Context: an optimization exercise on an open-source flow, tuned for small area, a short achievable clock period and few clock cycles per item. The choices shown serve that exercise and are no tape-out recipe. At most, simulation tests tie the RTL to the original design; equivalence was not proved. Power figures rest on the tool's default switching activity, not on a simulated workload.

==> inputs of exp/willow <==
## md5_hash_engine_top
module md5_hash_engine_top (
  input  logic                clk,
  input  logic                rst_n,
  input  md5_pkg::md5_in_t    in_data,
  input  logic                in_push,
  output logic                in_full,
  output md5_pkg::md5_out_t   out_data,
  output logic                out_empty,
  input  logic                out_pop
);
clock: 11.0 ns
lec_check: 0
cap_margin: 20
core_margin: 2
core_utilization: 50
setup_slack_margin: 5
slew_margin: 20
run.sh (not shown) runs the stock make flow with config.mk's settings and CLKGATE_MAP_FILE= SYNTH_SCRIPT=/design/flow/synth_recipe.tcl, a recipe that flattens the netlist after the stock synthesis.
==> inputs of exp/xenon, as changes to exp/willow <==
--- a/flow/design.v
+++ b/flow/design.v
@@ -163,13 +163,12 @@
   output logic [3:0]          wptr_o,
   output md5_pkg::md5_out_t   out_data,
   output logic                out_empty,
   input  logic                out_pop
 );
   localparam logic [1:0] C_IDLE  = 2'd0;
-  localparam logic [1:0] C_START = 2'd1;
   localparam logic [1:0] C_COMP  = 2'd2;
   localparam logic [31:0] IV_A = 32'h67452301;
   localparam logic [31:0] IV_B = 32'hefcdab89;
   localparam logic [31:0] IV_C = 32'h98badcfe;
   localparam logic [31:0] IV_D = 32'h10325476;
   logic [31:0] buf_r [16];
@@ -185,13 +184,14 @@
   logic        cur_last_r;
   logic [31:0] b_r, c_r, d_r;
   logic        nm_r;
   logic [5:0]  step_nxt;
   logic [3:0]  grp_nx;
   logic [31:0] m1_r, m2_r;
-  logic [31:0] b_nx, c_nx, d_nx;
+  logic [31:0] c_nx, d_nx;
+  logic [31:0] binit;
   logic [1:0]  rg_r;
   logic [1:0]  rj_r;
   logic [31:0] m1, m2;
   logic [31:0] rg0, rg1, rg2, rg3;
   logic [31:0] rot;
   logic [31:0] xr_r;
@@ -200,12 +200,13 @@
   logic [1:0]  oidx_r;
   logic        comp;
   logic        fin;
   logic        abort;
   logic        adv;
   logic        start;
+  logic        blk_done;
   logic [3:0]  slot_n;
   logic [3:0]  rslot_r;
   logic        rpar_nxt;
   logic        wok_r, wok_nxt;
   logic        rdy_nxt;
   logic [3:0]  wptr_nxt;
@@ -219,13 +220,13 @@
   logic [31:0] s1;
   logic [31:0] s2;
   logic [31:0] xa;
   assign wptr_o   = wptr_r;
   assign wready_o = wok_r;
   assign wptr_nxt = wr ? wptr_r + 4'd1 : wptr_r;
-  assign rdy_nxt  = start ? 1'b0 : ((abort || (wr && (&wptr_r))) ? 1'b1 : rdy_r);
+  assign rdy_nxt  = start ? 1'b0 : ((abort || blk_done) ? 1'b1 : rdy_r);
   assign wok_nxt  = !rdy_nxt &&
                     ((st_nxt == C_IDLE) ||
                      ((st_nxt == C_COMP) && ({1'b0, step_nxt} >= (7'd47 + {3'b000, wptr_nxt}))));
   assign wr    = wvalid_i && wready_o;
   assign wslot = wpar_r ? (wptr_r * 4'd7) : wptr_r;
   always_ff @(posedge clk) begin
@@ -243,23 +244,17 @@
          ({32{grp_nx[1] | grp_nx[3]}} & d_nx);
     m2 = ({32{grp_nx[0]}} & d_nx) | ({32{grp_nx[1]}} & c_nx & ~d_nx) |
          ({32{grp_nx[2]}} & (c_nx ^ d_nx)) | ({32{grp_nx[3]}} & ~(c_nx ^ d_nx));
     f = (b_r & m1_r) ^ m2_r;
     t = f + xr_r;
   end
+  assign binit = nm_r ? IV_B : chain_r[1];
   always_comb begin
-    if (comp && !(fin && cur_last_r)) begin
-      b_nx = b_step;
-    end else if (comp || nm_r) begin
-      b_nx = IV_B;
-    end else begin
-      b_nx = chain_r[1];
-    end
     if (fin) begin
-      c_nx = cur_last_r ? IV_C : s1;
-      d_nx = cur_last_r ? IV_D : chain_r[3];
+      c_nx = s1;
+      d_nx = chain_r[3];
     end else if (comp) begin
       c_nx = b_r;
       d_nx = c_r;
     end else begin
       c_nx = nm_r ? IV_C : chain_r[2];
       d_nx = nm_r ? IV_D : chain_r[3];
@@ -303,15 +298,15 @@
       2'd2:    csel = nm_r ? IV_D : chain_r[3];
       default: csel = nm_r ? IV_C : chain_r[2];
     endcase
   end
   assign s1 = csel + b_r;
   assign s2 = (nm_r ? IV_B : chain_r[1]) + b_r;
-  assign bsel   = (&step_r) ? s2 : b_r;
+  assign bsel   = !comp ? binit : ((&step_r) ? s2 : b_r);
   assign b_step = bsel + rot;
-  assign rpar_nxt = start ? !wpar_r : rpar_r;
+  assign rpar_nxt = start ? (rdy_r ? !wpar_r : wpar_r) : rpar_r;
   always_comb begin
     case ({rpar_nxt, step_nxt})
       7'd0: slot_n = 4'd1;
       7'd1: slot_n = 4'd2;
       7'd2: slot_n = 4'd3;
       7'd3: slot_n = 4'd4;
@@ -506,26 +501,26 @@
       6'd62: kc_n = 32'heb86d391;
       default: kc_n = 32'hd76aa478;
     endcase
   end
   assign kc    = comp ? kc_n : 32'hd76aa478;
   always_comb begin
-    if (st_r == C_START) begin
+    if (st_r == C_IDLE) begin
       xa = nm_r ? IV_A : chain_r[0];
     end else if (fin) begin
-      xa = cur_last_r ? IV_A : chain_r[0];
+      xa = chain_r[0];
     end else begin
       xa = d_r;
     end
   end
-  assign start = rdy_r && ((st_r == C_IDLE) || fin);
+  assign blk_done = wr && (&wptr_r);
+  assign start    = (rdy_r || blk_done) && ((st_r == C_IDLE) || (fin && !cur_last_r));
   always_comb begin
     st_nxt = st_r;
     case (st_r)
-      C_IDLE:  if (start) st_nxt = C_START;
-      C_START: st_nxt = C_COMP;
+      C_IDLE:  if (start) st_nxt = C_COMP;
       default: if ((fin && !start) || abort) st_nxt = C_IDLE;
     endcase
   end
   always_ff @(posedge clk) begin
     if (!rst_n) begin
       wptr_r     <= 4'd0;
@@ -549,14 +544,14 @@
       end
       if (abort) begin
         rdy_r      <= 1'b1;
       end
       if (start) begin
         rdy_r      <= 1'b0;
-        rpar_r     <= !wpar_r;
-        cur_last_r <= rdy_last_r;
+        rpar_r     <= rdy_r ? !wpar_r : wpar_r;
+        cur_last_r <= rdy_r ? rdy_last_r : wend_i;
       end
       if (adv) begin
         if (step_r == 6'd61) begin
           chain_r[0] <= s1;
         end
         if (step_r == 6'd62) begin
@@ -583,18 +578,18 @@
   assign step_nxt = (comp && !abort) ? step_r + 6'd1 : 6'd0;
   always_ff @(posedge clk) begin
     step_r <= step_nxt;
     rg_r   <= step_nxt[5:4];
     rj_r   <= step_nxt[1:0];
     rslot_r <= (st_nxt == C_COMP) ? slot_n : 4'd0;
-    b_r    <= b_nx;
+    b_r    <= b_step;
     c_r    <= c_nx;
     d_r    <= d_nx;
-    m1_r   <= m1;
-    m2_r   <= m2;
-    xr_r   <= xa + kc + buf_r[rslot_r];
+    m1_r   <= (st_nxt == C_COMP) ? m1 : 32'h0;
+    m2_r   <= (st_nxt == C_COMP) ? m2 : 32'h0;
+    xr_r   <= (st_nxt == C_COMP) ? xa + kc + buf_r[rslot_r] : 32'h0;
   end
   assign out_empty            = !ovld_r;
   assign out_data.digest_word = chain_r[oidx_r];
   assign out_data.word_index  = oidx_r;
   assign out_data.digest_last = &oidx_r;
 endmodule
CTS_BUF_LIST = sky130_fd_sc_hd__clkbuf_4 sky130_fd_sc_hd__clkbuf_8   (was default)
TNS_END_PERCENT = 10   (was default)
==> inputs of exp/amber, as changes to exp/willow <==
--- a/flow/design.v
+++ b/flow/design.v
@@ -163,13 +163,12 @@
   output logic [3:0]          wptr_o,
   output md5_pkg::md5_out_t   out_data,
   output logic                out_empty,
   input  logic                out_pop
 );
   localparam logic [1:0] C_IDLE  = 2'd0;
-  localparam logic [1:0] C_START = 2'd1;
   localparam logic [1:0] C_COMP  = 2'd2;
   localparam logic [31:0] IV_A = 32'h67452301;
   localparam logic [31:0] IV_B = 32'hefcdab89;
   localparam logic [31:0] IV_C = 32'h98badcfe;
   localparam logic [31:0] IV_D = 32'h10325476;
   logic [31:0] buf_r [16];
@@ -185,27 +184,29 @@
   logic        cur_last_r;
   logic [31:0] b_r, c_r, d_r;
   logic        nm_r;
   logic [5:0]  step_nxt;
   logic [3:0]  grp_nx;
   logic [31:0] m1_r, m2_r;
-  logic [31:0] b_nx, c_nx, d_nx;
-  logic [1:0]  rg_r;
-  logic [1:0]  rj_r;
+  logic [31:0] c_nx, d_nx;
+  logic [31:0] binit;
+  logic [4:0]  rs_r;
+  logic [63:0] rot_dbl;
   logic [31:0] m1, m2;
   logic [31:0] rg0, rg1, rg2, rg3;
   logic [31:0] rot;
   logic [31:0] xr_r;
   logic [3:0][31:0] chain_r;
   logic        ovld_r;
   logic [1:0]  oidx_r;
   logic        comp;
   logic        fin;
   logic        abort;
   logic        adv;
   logic        start;
+  logic        blk_done;
   logic [3:0]  slot_n;
   logic [3:0]  rslot_r;
   logic        rpar_nxt;
   logic        wok_r, wok_nxt;
   logic        rdy_nxt;
   logic [3:0]  wptr_nxt;
@@ -219,13 +220,13 @@
   logic [31:0] s1;
   logic [31:0] s2;
   logic [31:0] xa;
   assign wptr_o   = wptr_r;
   assign wready_o = wok_r;
   assign wptr_nxt = wr ? wptr_r + 4'd1 : wptr_r;
-  assign rdy_nxt  = start ? 1'b0 : ((abort || (wr && (&wptr_r))) ? 1'b1 : rdy_r);
+  assign rdy_nxt  = start ? 1'b0 : ((abort || blk_done) ? 1'b1 : rdy_r);
   assign wok_nxt  = !rdy_nxt &&
                     ((st_nxt == C_IDLE) ||
                      ((st_nxt == C_COMP) && ({1'b0, step_nxt} >= (7'd47 + {3'b000, wptr_nxt}))));
   assign wr    = wvalid_i && wready_o;
   assign wslot = wpar_r ? (wptr_r * 4'd7) : wptr_r;
   always_ff @(posedge clk) begin
@@ -243,75 +244,41 @@
          ({32{grp_nx[1] | grp_nx[3]}} & d_nx);
     m2 = ({32{grp_nx[0]}} & d_nx) | ({32{grp_nx[1]}} & c_nx & ~d_nx) |
          ({32{grp_nx[2]}} & (c_nx ^ d_nx)) | ({32{grp_nx[3]}} & ~(c_nx ^ d_nx));
     f = (b_r & m1_r) ^ m2_r;
     t = f + xr_r;
   end
+  assign binit = nm_r ? IV_B : chain_r[1];
   always_comb begin
-    if (comp && !(fin && cur_last_r)) begin
-      b_nx = b_step;
-    end else if (comp || nm_r) begin
-      b_nx = IV_B;
-    end else begin
-      b_nx = chain_r[1];
-    end
     if (fin) begin
-      c_nx = cur_last_r ? IV_C : s1;
-      d_nx = cur_last_r ? IV_D : chain_r[3];
+      c_nx = s1;
+      d_nx = chain_r[3];
     end else if (comp) begin
       c_nx = b_r;
       d_nx = c_r;
     end else begin
       c_nx = nm_r ? IV_C : chain_r[2];
       d_nx = nm_r ? IV_D : chain_r[3];
     end
   end
   always_comb begin
-    case (rj_r)
-      2'd0: rg0 = {t[24:0], t[31:25]};
-      2'd1: rg0 = {t[19:0], t[31:20]};
-      2'd2: rg0 = {t[14:0], t[31:15]};
-      default: rg0 = {t[9:0], t[31:10]};
-    endcase
-    case (rj_r)
-      2'd0: rg1 = {t[26:0], t[31:27]};
-      2'd1: rg1 = {t[22:0], t[31:23]};
-      2'd2: rg1 = {t[17:0], t[31:18]};
-      default: rg1 = {t[11:0], t[31:12]};
-    endcase
-    case (rj_r)
-      2'd0: rg2 = {t[27:0], t[31:28]};
-      2'd1: rg2 = {t[20:0], t[31:21]};
-      2'd2: rg2 = {t[15:0], t[31:16]};
-      default: rg2 = {t[8:0], t[31:9]};
-    endcase
-    case (rj_r)
-      2'd0: rg3 = {t[25:0], t[31:26]};
-      2'd1: rg3 = {t[21:0], t[31:22]};
-      2'd2: rg3 = {t[16:0], t[31:17]};
-      default: rg3 = {t[10:0], t[31:11]};
-    endcase
-    case (rg_r)
-      2'd0:    rot = rg0;
-      2'd1:    rot = rg1;
-      2'd2:    rot = rg2;
-      default: rot = rg3;
-    endcase
+    rot_dbl = {t, t} << rs_r;
+    rot = rot_dbl[63:32];
   end
   always_comb begin
     case (step_r[1:0])
       2'd1:    csel = nm_r ? IV_A : chain_r[0];
       2'd2:    csel = nm_r ? IV_D : chain_r[3];
       default: csel = nm_r ? IV_C : chain_r[2];
     endcase
   end
   assign s1 = csel + b_r;
   assign s2 = (nm_r ? IV_B : chain_r[1]) + b_r;
-  assign bsel   = (&step_r) ? s2 : b_r;
+  assign bsel   = !comp ? binit : ((&step_r) ? s2 : b_r);
   assign b_step = bsel + rot;
-  assign rpar_nxt = start ? !wpar_r : rpar_r;
+  assign rpar_nxt = start ? (rdy_r ? !wpar_r : wpar_r) : rpar_r;
   always_comb begin
     case ({rpar_nxt, step_nxt})
       7'd0: slot_n = 4'd1;
       7'd1: slot_n = 4'd2;
       7'd2: slot_n = 4'd3;
       7'd3: slot_n = 4'd4;
@@ -506,26 +473,26 @@
       6'd62: kc_n = 32'heb86d391;
       default: kc_n = 32'hd76aa478;
     endcase
   end
   assign kc    = comp ? kc_n : 32'hd76aa478;
   always_comb begin
-    if (st_r == C_START) begin
+    if (st_r == C_IDLE) begin
       xa = nm_r ? IV_A : chain_r[0];
     end else if (fin) begin
-      xa = cur_last_r ? IV_A : chain_r[0];
+      xa = chain_r[0];
     end else begin
       xa = d_r;
     end
   end
-  assign start = rdy_r && ((st_r == C_IDLE) || fin);
+  assign blk_done = wr && (&wptr_r);
+  assign start    = (rdy_r || blk_done) && ((st_r == C_IDLE) || (fin && !cur_last_r));
   always_comb begin
     st_nxt = st_r;
     case (st_r)
-      C_IDLE:  if (start) st_nxt = C_START;
-      C_START: st_nxt = C_COMP;
+      C_IDLE:  if (start) st_nxt = C_COMP;
       default: if ((fin && !start) || abort) st_nxt = C_IDLE;
     endcase
   end
   always_ff @(posedge clk) begin
     if (!rst_n) begin
       wptr_r     <= 4'd0;
@@ -549,14 +516,14 @@
       end
       if (abort) begin
         rdy_r      <= 1'b1;
       end
       if (start) begin
         rdy_r      <= 1'b0;
-        rpar_r     <= !wpar_r;
-        cur_last_r <= rdy_last_r;
+        rpar_r     <= rdy_r ? !wpar_r : wpar_r;
+        cur_last_r <= rdy_r ? rdy_last_r : wend_i;
       end
       if (adv) begin
         if (step_r == 6'd61) begin
           chain_r[0] <= s1;
         end
         if (step_r == 6'd62) begin
@@ -580,21 +547,37 @@
       end
     end
   end
   assign step_nxt = (comp && !abort) ? step_r + 6'd1 : 6'd0;
   always_ff @(posedge clk) begin
     step_r <= step_nxt;
-    rg_r   <= step_nxt[5:4];
-    rj_r   <= step_nxt[1:0];
+    case ({step_nxt[5:4], step_nxt[1:0]})
+      4'd0:  rs_r <= 5'd7;
+      4'd1:  rs_r <= 5'd12;
+      4'd2:  rs_r <= 5'd17;
+      4'd3:  rs_r <= 5'd22;
+      4'd4:  rs_r <= 5'd5;
+      4'd5:  rs_r <= 5'd9;
+      4'd6:  rs_r <= 5'd14;
+      4'd7:  rs_r <= 5'd20;
+      4'd8:  rs_r <= 5'd4;
+      4'd9:  rs_r <= 5'd11;
+      4'd10: rs_r <= 5'd16;
+      4'd11: rs_r <= 5'd23;
+      4'd12: rs_r <= 5'd6;
+      4'd13: rs_r <= 5'd10;
+      4'd14: rs_r <= 5'd15;
+      default: rs_r <= 5'd21;
+    endcase
     rslot_r <= (st_nxt == C_COMP) ? slot_n : 4'd0;
-    b_r    <= b_nx;
+    b_r    <= b_step;
     c_r    <= c_nx;
     d_r    <= d_nx;
-    m1_r   <= m1;
-    m2_r   <= m2;
-    xr_r   <= xa + kc + buf_r[rslot_r];
+    m1_r   <= (st_nxt == C_COMP) ? m1 : 32'h0;
+    m2_r   <= (st_nxt == C_COMP) ? m2 : 32'h0;
+    xr_r   <= (st_nxt == C_COMP) ? xa + kc + buf_r[rslot_r] : 32'h0;
   end
   assign out_empty            = !ovld_r;
   assign out_data.digest_word = chain_r[oidx_r];
   assign out_data.word_index  = oidx_r;
   assign out_data.digest_last = &oidx_r;
 endmodule
CORE_UTILIZATION = 60   (was 50)
CTS_BUF_LIST = sky130_fd_sc_hd__clkbuf_4 sky130_fd_sc_hd__clkbuf_8   (was default)
==> inputs of exp/harbor, as changes to exp/willow <==
--- a/flow/design.v
+++ b/flow/design.v
@@ -163,13 +163,12 @@
   output logic [3:0]          wptr_o,
   output md5_pkg::md5_out_t   out_data,
   output logic                out_empty,
   input  logic                out_pop
 );
   localparam logic [1:0] C_IDLE  = 2'd0;
-  localparam logic [1:0] C_START = 2'd1;
   localparam logic [1:0] C_COMP  = 2'd2;
   localparam logic [31:0] IV_A = 32'h67452301;
   localparam logic [31:0] IV_B = 32'hefcdab89;
   localparam logic [31:0] IV_C = 32'h98badcfe;
   localparam logic [31:0] IV_D = 32'h10325476;
   logic [31:0] buf_r [16];
@@ -185,27 +184,29 @@
   logic        cur_last_r;
   logic [31:0] b_r, c_r, d_r;
   logic        nm_r;
   logic [5:0]  step_nxt;
   logic [3:0]  grp_nx;
   logic [31:0] m1_r, m2_r;
-  logic [31:0] b_nx, c_nx, d_nx;
-  logic [1:0]  rg_r;
-  logic [1:0]  rj_r;
+  logic [31:0] c_nx, d_nx;
+  logic [31:0] binit;
+  logic [4:0]  rs_r;
+  logic [63:0] rot_dbl;
   logic [31:0] m1, m2;
   logic [31:0] rg0, rg1, rg2, rg3;
   logic [31:0] rot;
   logic [31:0] xr_r;
   logic [3:0][31:0] chain_r;
   logic        ovld_r;
   logic [1:0]  oidx_r;
   logic        comp;
   logic        fin;
   logic        abort;
   logic        adv;
   logic        start;
+  logic        blk_done;
   logic [3:0]  slot_n;
   logic [3:0]  rslot_r;
   logic        rpar_nxt;
   logic        wok_r, wok_nxt;
   logic        rdy_nxt;
   logic [3:0]  wptr_nxt;
@@ -219,13 +220,13 @@
   logic [31:0] s1;
   logic [31:0] s2;
   logic [31:0] xa;
   assign wptr_o   = wptr_r;
   assign wready_o = wok_r;
   assign wptr_nxt = wr ? wptr_r + 4'd1 : wptr_r;
-  assign rdy_nxt  = start ? 1'b0 : ((abort || (wr && (&wptr_r))) ? 1'b1 : rdy_r);
+  assign rdy_nxt  = start ? 1'b0 : ((abort || blk_done) ? 1'b1 : rdy_r);
   assign wok_nxt  = !rdy_nxt &&
                     ((st_nxt == C_IDLE) ||
                      ((st_nxt == C_COMP) && ({1'b0, step_nxt} >= (7'd47 + {3'b000, wptr_nxt}))));
   assign wr    = wvalid_i && wready_o;
   assign wslot = wpar_r ? (wptr_r * 4'd7) : wptr_r;
   always_ff @(posedge clk) begin
@@ -243,75 +244,41 @@
          ({32{grp_nx[1] | grp_nx[3]}} & d_nx);
     m2 = ({32{grp_nx[0]}} & d_nx) | ({32{grp_nx[1]}} & c_nx & ~d_nx) |
          ({32{grp_nx[2]}} & (c_nx ^ d_nx)) | ({32{grp_nx[3]}} & ~(c_nx ^ d_nx));
     f = (b_r & m1_r) ^ m2_r;
     t = f + xr_r;
   end
+  assign binit = nm_r ? IV_B : chain_r[1];
   always_comb begin
-    if (comp && !(fin && cur_last_r)) begin
-      b_nx = b_step;
-    end else if (comp || nm_r) begin
-      b_nx = IV_B;
-    end else begin
-      b_nx = chain_r[1];
-    end
     if (fin) begin
-      c_nx = cur_last_r ? IV_C : s1;
-      d_nx = cur_last_r ? IV_D : chain_r[3];
+      c_nx = s1;
+      d_nx = chain_r[3];
     end else if (comp) begin
       c_nx = b_r;
       d_nx = c_r;
     end else begin
       c_nx = nm_r ? IV_C : chain_r[2];
       d_nx = nm_r ? IV_D : chain_r[3];
     end
   end
   always_comb begin
-    case (rj_r)
-      2'd0: rg0 = {t[24:0], t[31:25]};
-      2'd1: rg0 = {t[19:0], t[31:20]};
-      2'd2: rg0 = {t[14:0], t[31:15]};
-      default: rg0 = {t[9:0], t[31:10]};
-    endcase
-    case (rj_r)
-      2'd0: rg1 = {t[26:0], t[31:27]};
-      2'd1: rg1 = {t[22:0], t[31:23]};
-      2'd2: rg1 = {t[17:0], t[31:18]};
-      default: rg1 = {t[11:0], t[31:12]};
-    endcase
-    case (rj_r)
-      2'd0: rg2 = {t[27:0], t[31:28]};
-      2'd1: rg2 = {t[20:0], t[31:21]};
-      2'd2: rg2 = {t[15:0], t[31:16]};
-      default: rg2 = {t[8:0], t[31:9]};
-    endcase
-    case (rj_r)
-      2'd0: rg3 = {t[25:0], t[31:26]};
-      2'd1: rg3 = {t[21:0], t[31:22]};
-      2'd2: rg3 = {t[16:0], t[31:17]};
-      default: rg3 = {t[10:0], t[31:11]};
-    endcase
-    case (rg_r)
-      2'd0:    rot = rg0;
-      2'd1:    rot = rg1;
-      2'd2:    rot = rg2;
-      default: rot = rg3;
-    endcase
+    rot_dbl = {t, t} << rs_r;
+    rot = rot_dbl[63:32];
   end
   always_comb begin
     case (step_r[1:0])
       2'd1:    csel = nm_r ? IV_A : chain_r[0];
       2'd2:    csel = nm_r ? IV_D : chain_r[3];
       default: csel = nm_r ? IV_C : chain_r[2];
     endcase
   end
   assign s1 = csel + b_r;
   assign s2 = (nm_r ? IV_B : chain_r[1]) + b_r;
-  assign bsel   = (&step_r) ? s2 : b_r;
+  assign bsel   = !comp ? binit : ((&step_r) ? s2 : b_r);
   assign b_step = bsel + rot;
-  assign rpar_nxt = start ? !wpar_r : rpar_r;
+  assign rpar_nxt = start ? (rdy_r ? !wpar_r : wpar_r) : rpar_r;
   always_comb begin
     case ({rpar_nxt, step_nxt})
       7'd0: slot_n = 4'd1;
       7'd1: slot_n = 4'd2;
       7'd2: slot_n = 4'd3;
       7'd3: slot_n = 4'd4;
@@ -506,26 +473,26 @@
       6'd62: kc_n = 32'heb86d391;
       default: kc_n = 32'hd76aa478;
     endcase
   end
   assign kc    = comp ? kc_n : 32'hd76aa478;
   always_comb begin
-    if (st_r == C_START) begin
+    if (st_r == C_IDLE) begin
       xa = nm_r ? IV_A : chain_r[0];
     end else if (fin) begin
-      xa = cur_last_r ? IV_A : chain_r[0];
+      xa = chain_r[0];
     end else begin
       xa = d_r;
     end
   end
-  assign start = rdy_r && ((st_r == C_IDLE) || fin);
+  assign blk_done = wr && (&wptr_r);
+  assign start    = (rdy_r || blk_done) && ((st_r == C_IDLE) || (fin && !cur_last_r));
   always_comb begin
     st_nxt = st_r;
     case (st_r)
-      C_IDLE:  if (start) st_nxt = C_START;
-      C_START: st_nxt = C_COMP;
+      C_IDLE:  if (start) st_nxt = C_COMP;
       default: if ((fin && !start) || abort) st_nxt = C_IDLE;
     endcase
   end
   always_ff @(posedge clk) begin
     if (!rst_n) begin
       wptr_r     <= 4'd0;
@@ -549,14 +516,14 @@
       end
       if (abort) begin
         rdy_r      <= 1'b1;
       end
       if (start) begin
         rdy_r      <= 1'b0;
-        rpar_r     <= !wpar_r;
-        cur_last_r <= rdy_last_r;
+        rpar_r     <= rdy_r ? !wpar_r : wpar_r;
+        cur_last_r <= rdy_r ? rdy_last_r : wend_i;
       end
       if (adv) begin
         if (step_r == 6'd61) begin
           chain_r[0] <= s1;
         end
         if (step_r == 6'd62) begin
@@ -580,21 +547,37 @@
       end
     end
   end
   assign step_nxt = (comp && !abort) ? step_r + 6'd1 : 6'd0;
   always_ff @(posedge clk) begin
     step_r <= step_nxt;
-    rg_r   <= step_nxt[5:4];
-    rj_r   <= step_nxt[1:0];
+    case ({step_nxt[5:4], step_nxt[1:0]})
+      4'd0:  rs_r <= 5'd7;
+      4'd1:  rs_r <= 5'd12;
+      4'd2:  rs_r <= 5'd17;
+      4'd3:  rs_r <= 5'd22;
+      4'd4:  rs_r <= 5'd5;
+      4'd5:  rs_r <= 5'd9;
+      4'd6:  rs_r <= 5'd14;
+      4'd7:  rs_r <= 5'd20;
+      4'd8:  rs_r <= 5'd4;
+      4'd9:  rs_r <= 5'd11;
+      4'd10: rs_r <= 5'd16;
+      4'd11: rs_r <= 5'd23;
+      4'd12: rs_r <= 5'd6;
+      4'd13: rs_r <= 5'd10;
+      4'd14: rs_r <= 5'd15;
+      default: rs_r <= 5'd21;
+    endcase
     rslot_r <= (st_nxt == C_COMP) ? slot_n : 4'd0;
-    b_r    <= b_nx;
+    b_r    <= b_step;
     c_r    <= c_nx;
     d_r    <= d_nx;
-    m1_r   <= m1;
-    m2_r   <= m2;
-    xr_r   <= xa + kc + buf_r[rslot_r];
+    m1_r   <= (st_nxt == C_COMP) ? m1 : 32'h0;
+    m2_r   <= (st_nxt == C_COMP) ? m2 : 32'h0;
+    xr_r   <= (st_nxt == C_COMP) ? xa + kc + buf_r[rslot_r] : 32'h0;
   end
   assign out_empty            = !ovld_r;
   assign out_data.digest_word = chain_r[oidx_r];
   assign out_data.word_index  = oidx_r;
   assign out_data.digest_last = &oidx_r;
 endmodule
CORE_UTILIZATION = 55   (was 50)
CTS_BUF_LIST = sky130_fd_sc_hd__clkbuf_4 sky130_fd_sc_hd__clkbuf_8   (was default)
==> key figures <==
Run status
  – Status: no timing/DRC/antenna violations

Power and ir drop
  – Switching share of power: 31.1%

Layout
  – Register area: ~26000 sq um
  – Number of non-clock inverters: 235

Clock tree
  – Clock input transition at the sequential cells of the worst setup and hold paths: about 60 ps
  – Number of sinks driven by the clock tree: a little under 1000

Logic synthesis
  – Synthesized flop and latch total: 980
That was exp/xenon.
==> key figures <==
Run status
  – Status: no timing/DRC/antenna violations

Clock tree
  – Number of sinks driven by the clock tree: between 900 and 1000
  – Clock input transition at the sequential cells of the worst setup and hold paths: approximately 60 ps

Timing
  – Period minus WS final: roughly 6400 ps

Layout
  – Register area: around 26000 sq um
  – Number of non-clock inverters: 206

Logic synthesis
  – Synthesized flop and latch total: a little under 1000
  – Warnings, synthesis: 2

Power and ir drop
  – Switching share of power: a little under two fifths
That was exp/willow.
==> key figures <==
Worst hold path
  – Sink of the worst hold path: u_front.bcy_r$_SDFF_PN0_

Layout
  – Register area: 26500 sq um
  – Number of non-clock inverters: 182
  – Number of standard cells in the final layout excluding fillers: 6594

Run status
  – Status: no timing/DRC/antenna violations

Power and ir drop
  – Clock-net power: around 3.4 mW

Logic synthesis
  – Synthesized flop and latch total: 985

Clock tree
  – Number of sinks driven by the clock tree: a little under 1000
  – Clock input transition at the sequential cells of the worst setup and hold paths: about 60 ps

Floorplanning
  – Die span in y: about 310 um
That was exp/amber.
==> key figures <==
Layout
  – Registers with the most flip-flops: u_core.buf_r x512, u_core.chain_r x128
  – Number of non-clock inverters: around 180
  – Register area: 26500 sq um

Logic synthesis
  – Synthesized flop and latch total: between 900 and 1000

Worst setup path
  – Cell at the slowest stage of the critical path: sky130_fd_sc_hd__dfxtp_4
  – Biggest cell delay along the critical path: roughly 400 ps

Run status
  – Status: no timing/DRC/antenna violations

Clock tree
  – Number of sinks driven by the clock tree: a little under 1000
  – Clock input transition at the sequential cells of the worst setup and hold paths: 70 ps

Global routing
  – Overall Global Routing Usage: between 30 and 40%

Route
  – Via-to-Cell Ratio: around 6.7

Power and ir drop
  – Switching share of power: between 30% and 40%
That was exp/harbor.
Testbench counts of exp/xenon, summed over its fixed seeds: cycles 54,447, bytes 43,719.
Testbench counts of exp/amber, summed over its fixed seeds: cycles 54,447, bytes 43,719.
Testbench counts of exp/harbor, summed over its fixed seeds: cycles 54,447, bytes 43,719.
The RTL of exp/willow was laid out without a check of its function.

==> afterwards: timing with drivers on the ports <==
The results above use ideal ports. As a check the final layouts listed here were re-extracted and re-timed, cells and wires unchanged. Step 1, drivers: a clkbuf_16 drives clk and a buf_2 each remaining input, both assumed. Step 2 adds t to the input delays and takes it off the output delays; t is the mean of the earliest and latest rising clock arrival at the registers after step 1. Input paths then give back, and output paths get back, about the clock's delay inside the block. Slacks: no drivers / after step 1 / after step 2; pairs: no drivers / after step 1.
run	t (ns)	setup WS [ns]	worst setup path at the end	cell pins on the clock port's net
exp/willow	0.780	4.623 / 4.623 / 4.527	input to register	1
exp/xenon	0.920	4.336 / 4.336 / 4.106	input to register	1
exp/amber	0.944	4.459 / 4.459 / 4.253	input to register	1
exp/harbor	0.949	4.466 / 4.466 / 4.137	input to register	1
After both steps every run listed still meets setup and hold. The setup slack of exp/harbor, which loses most, moves by 0.000 ns with the drivers and by -0.329 ns with both steps.
